Source: an optimization exercise on an open RTL-to-GDS flow (aim: small area and a short achievable clock period). Production flows keep margins and buffers that such runs may drop.
Where RTL was checked, it was by simulation tests only, not by an equivalence proof against the original.
Power and IR drop assume default switching activity.

## pst_brain_core
module pst_brain_core (
  input  logic       clk,
  input  logic       rst,
  input  logic [7:0] cur0,
  input  logic [7:0] cur1,
  input  logic [7:0] cur2,
  input  logic [7:0] cur3,
  output logic [7:0] phase0,
  output logic [7:0] phase1,
  output logic [7:0] phase2,
  output logic [7:0] phase3,
  output logic [2:0] winner,
  output logic [7:0] winner_score,
  output logic [7:0] winner_rel,
  output logic [7:0] w_ab,
  output logic [7:0] w_ac,
  output logic [7:0] w_ad,
  output logic [7:0] w_bc,
  output logic [7:0] w_bd,
  output logic [7:0] w_cd,
  output logic [7:0] seq_slot_A,
  output logic [7:0] seq_slot_B,
  output logic       seq_force_valid,
  output logic [7:0] seq_force_pred,
  output logic [7:0] pred_out,
  output logic [7:0] pred_err,
  output logic       reward_out,
  output logic [2:0] gamma_cnt,
  output logic [2:0] theta_cnt,
  output logic       theta_tick,
  output logic       episode_last,
  output logic [2:0] ep_winner,
  output logic [3:0] ep_strength,
  output logic       ep_valid,
  output logic       exploit_mode,
  output logic       explore_mode,
  output logic [1:0] confidence_level,
  output logic       err_explore,
  output logic       delta_tick,
  output logic [2:0] topic_winner,
  output logic [2:0] topic_strength,
  output logic       topic_valid
);
For scale: roughly 2900 cells after synthesis, roughly 300 flip-flops, roughly 0.026 mm² of cells after synthesis.
clock: 40.0 ns
lec_check: 0
cap_margin: 20
core_margin: 2
core_utilization: 40
slew_margin: 20
run.sh (not shown) runs the stock make flow with config.mk's settings and CLKGATE_MAP_FILE= SYNTH_SCRIPT=/design/flow/synth_recipe.tcl, a recipe that flattens the netlist after the stock synthesis.
==> next run, changes <==
CORE_UTILIZATION = 85   (was 40)
CTS_BUF_LIST = sky130_fd_sc_hd__clkbuf_2 sky130_fd_sc_hd__clkbuf_4   (was not set)
This time the run aborted during global placement with GPL-0301.
Synthesized cell count is unchanged.
Synthesized area is unchanged.
No run of this note included a check of the RTL's function; only the layout flow was run.

---

Another version of the RTL of pst_brain_core (not shown whole).
Size in the first run: roughly 2200 cells after synthesis, ~310 flip-flops, roughly 19000 sq um of cells after synthesis.
clock: 40.0 ns
lec_check: 0
abc_area: 1
cap_margin: 20
core_margin: 2
core_utilization: 60
cts_buf_list: sky130_fd_sc_hd__clkbuf_8
cts_cluster_diameter: 60
cts_cluster_size: 16
slew_margin: 20
standard.sh (not shown) runs the stock make flow with config.mk's settings and CLKGATE_MAP_FILE= SYNTH_SCRIPT=/design/flow/synth_recipe.tcl, a recipe that flattens the netlist after the stock synthesis.
==> flow/flow/run.sh <==
#!/bin/bash
# The standard layout with these changes:
# - synthesis maps the logic with the ABC script flow/abc_area.script (an area-recovering
#   mapping) in place of ORFS's abc_area.script; the scripts folder is otherwise ORFS's own,
#   copied unchanged, and synthesis still runs through synth_recipe.tcl;
# - the adder step (extract_fa and its map file) is skipped, so ABC maps adders too;
# - the ports are buffered with buf_1 instead of the delay buffer buffer_ports picks;
# - the timing repair steps aim for a setup slack margin of 30.75 ns, so that they size up the
#   slowest paths.
# The clock constraint (constraint.sdc) is unchanged. Each tool's output is in orfs/logs; make's
# own output goes to standard.log.
set -euo pipefail
here=$(pwd)
rm -rf "$here/scripts_abc"
cp -r "$FLOW_HOME/scripts" "$here/scripts_abc"
cp "$here/flow/abc_area.script" "$here/scripts_abc/abc_area.script"
bash standard.sh SCRIPTS_DIR="$here/scripts_abc" BUFFER_PORTS_ARGS="-buffer_cell sky130_fd_sc_hd__buf_1" ADDER_MAP_FILE= SETUP_SLACK_MARGIN=30.75 finish > standard.log 2>&1
==> flow/flow/abc_area.script <==
&get -n
&st
&dc2
&dch -f
&nf -R 1000 -p
&st
&dc2
&dch -f
&nf -R 1000 -p
&put
topo
The starting point completed without violations.
Next try:
==> flow/flow/run.sh (replaced) <==
#!/bin/bash
set -euo pipefail
bash standard.sh BUFFER_PORTS_ARGS="-buffer_cell sky130_fd_sc_hd__buf_1" SETUP_SLACK_MARGIN=30.7 finish > standard.log 2>&1
removed: flow/flow/abc_area.script
First-iteration DRC count goes down by 0.88%.
Core utilization goes down by 2.1 points.
Sequential cell count stays the same.
Hold slack is about the same.
Synthesized cell count goes up by 34%.
Power goes up by 1.8%.
Global-route usage goes up by 1.2 points.
Critical path depth goes up by 2.
Next try:
==> flow/flow/run.sh (replaced) <==
#!/bin/bash
set -euo pipefail
bash standard.sh BUFFER_PORTS_ARGS="-buffer_cell sky130_fd_sc_hd__buf_1" SETUP_SLACK_MARGIN=30.4 finish > standard.log 2>&1
Clock power went down by 9.2%; combinational power decreases by 15%; cell area shrinks by 4.4%; synthesized area stays the same; routed wire length fell by 1.9%; die area does not change; sequential power hardly moves; cell count is lower by 1.2%; worst setup slack degrades by 0.19 ns.
Next try:
==> flow/flow/run.sh (replaced) <==
#!/bin/bash
set -euo pipefail
bash standard.sh BUFFER_PORTS_ARGS="-buffer_cell sky130_fd_sc_hd__buf_1" finish > standard.log 2>&1
- CORE_UTILIZATION: 60 -> 70
After rerunning: Worst setup slack is worse by 0.62 ns; maximum frequency came out lower by a few percent; design area shrinks slightly; global-route usage grows by 5.3 points; die area is lower by about a fifth; total power rose slightly; area after synthesis is unchanged; flip-flop and latch count stays the same; register-to-register slack loses 1.3 ns.
Next try:
==> flow/flow/run.sh (replaced) <==
#!/bin/bash
# The standard layout with these changes:
# - synthesis maps the logic with the ABC script flow/abc_area.script (an area-recovering
#   mapping) in place of ORFS's abc_area.script; the scripts folder is otherwise ORFS's own,
#   copied unchanged, and synthesis still runs through synth_recipe.tcl;
# - the adder step (extract_fa and its map file) is skipped, so ABC maps adders too;
# - the ports are buffered with buf_1 instead of the delay buffer buffer_ports picks;
# - the timing repair steps aim for a setup slack margin of 30.6 ns, so that they size up the
#   slowest paths.
# The clock constraint (constraint.sdc) is unchanged. Each tool's output is in orfs/logs; make's
# own output goes to standard.log.
set -euo pipefail
here=$(pwd)
rm -rf "$here/scripts_abc"
cp -r "$FLOW_HOME/scripts" "$here/scripts_abc"
cp "$here/flow/abc_area.script" "$here/scripts_abc/abc_area.script"
bash standard.sh SCRIPTS_DIR="$here/scripts_abc" BUFFER_PORTS_ARGS="-buffer_cell sky130_fd_sc_hd__buf_1" ADDER_MAP_FILE= SETUP_SLACK_MARGIN=30.6 finish > standard.log 2>&1
==> flow/flow/abc_area.script (new file) <==
&get -n
&st
&dc2
&dch -f
&nf -R 1000 -p
&st
&dc2
&dch -f
&nf -R 1000 -p
&put
topo
- CORE_UTILIZATION: 70 -> 60
Outcome: Via count drops by 14%. Design area goes down by 9.6%. Count of clock-buffer cells in the layout climbs by 1. Setup slack improved by 0.78 ns. First-iteration DRC count falls by 25%. Worst hold slack gets better by 0.0035 ns. Final cell count fell by 17%. Non-clock buffer count increases by 39. Sequential cell count does not change. Power grows by 8.3%. Synthesized cell count fell by 25%.

## what the ideal ports hide
The flow's constraints put no driver on any port. The routed layouts listed below were extracted and timed again, unchanged, in two steps.
Step 1 sets driving cells, clkbuf_16 on the clock port and buf_2 on the other inputs (assumed; they add their load-dependent delay and slew).
Step 2, shift: input delay + t, output delay - t, t = (earliest + latest rising clock arrival at the registers) / 2. This alone moves slack from input paths to output paths.
a / b / c = ideal ports / drivers / drivers and shift; a / b = the first two.
run | shift t [ns] | slack for setup (ns) | worst setup path at the end | latest minus earliest clock arrival (ns)
the first run of note 1 | 0.623 | 29.167 / 29.167 / 29.053 | input to register | 0.037 / 0.037
the first run of note 2 | 0.590 | 30.688 / 30.635 / 30.144 | input to register | 0.032 / 0.032
the second run of note 2 | 0.677 | 30.598 / 30.544 / 30.176 | input to register | 0.046 / 0.046
the third run of note 2 | 0.738 | 30.406 / 30.350 / 30.050 | input to register | 0.028 / 0.027
the fourth run of note 2 | 0.635 | 29.784 / 29.784 / 29.784 | register to register | 0.034 / 0.033
the fifth run of note 2 | 0.603 | 30.568 / 30.520 / 30.120 | input to register | 0.045 / 0.045
After both steps setup and hold are still met in every run listed. The setup slack of the first run of note 2, which loses most, moves by -0.053 ns with the drivers and by -0.544 ns with both steps.
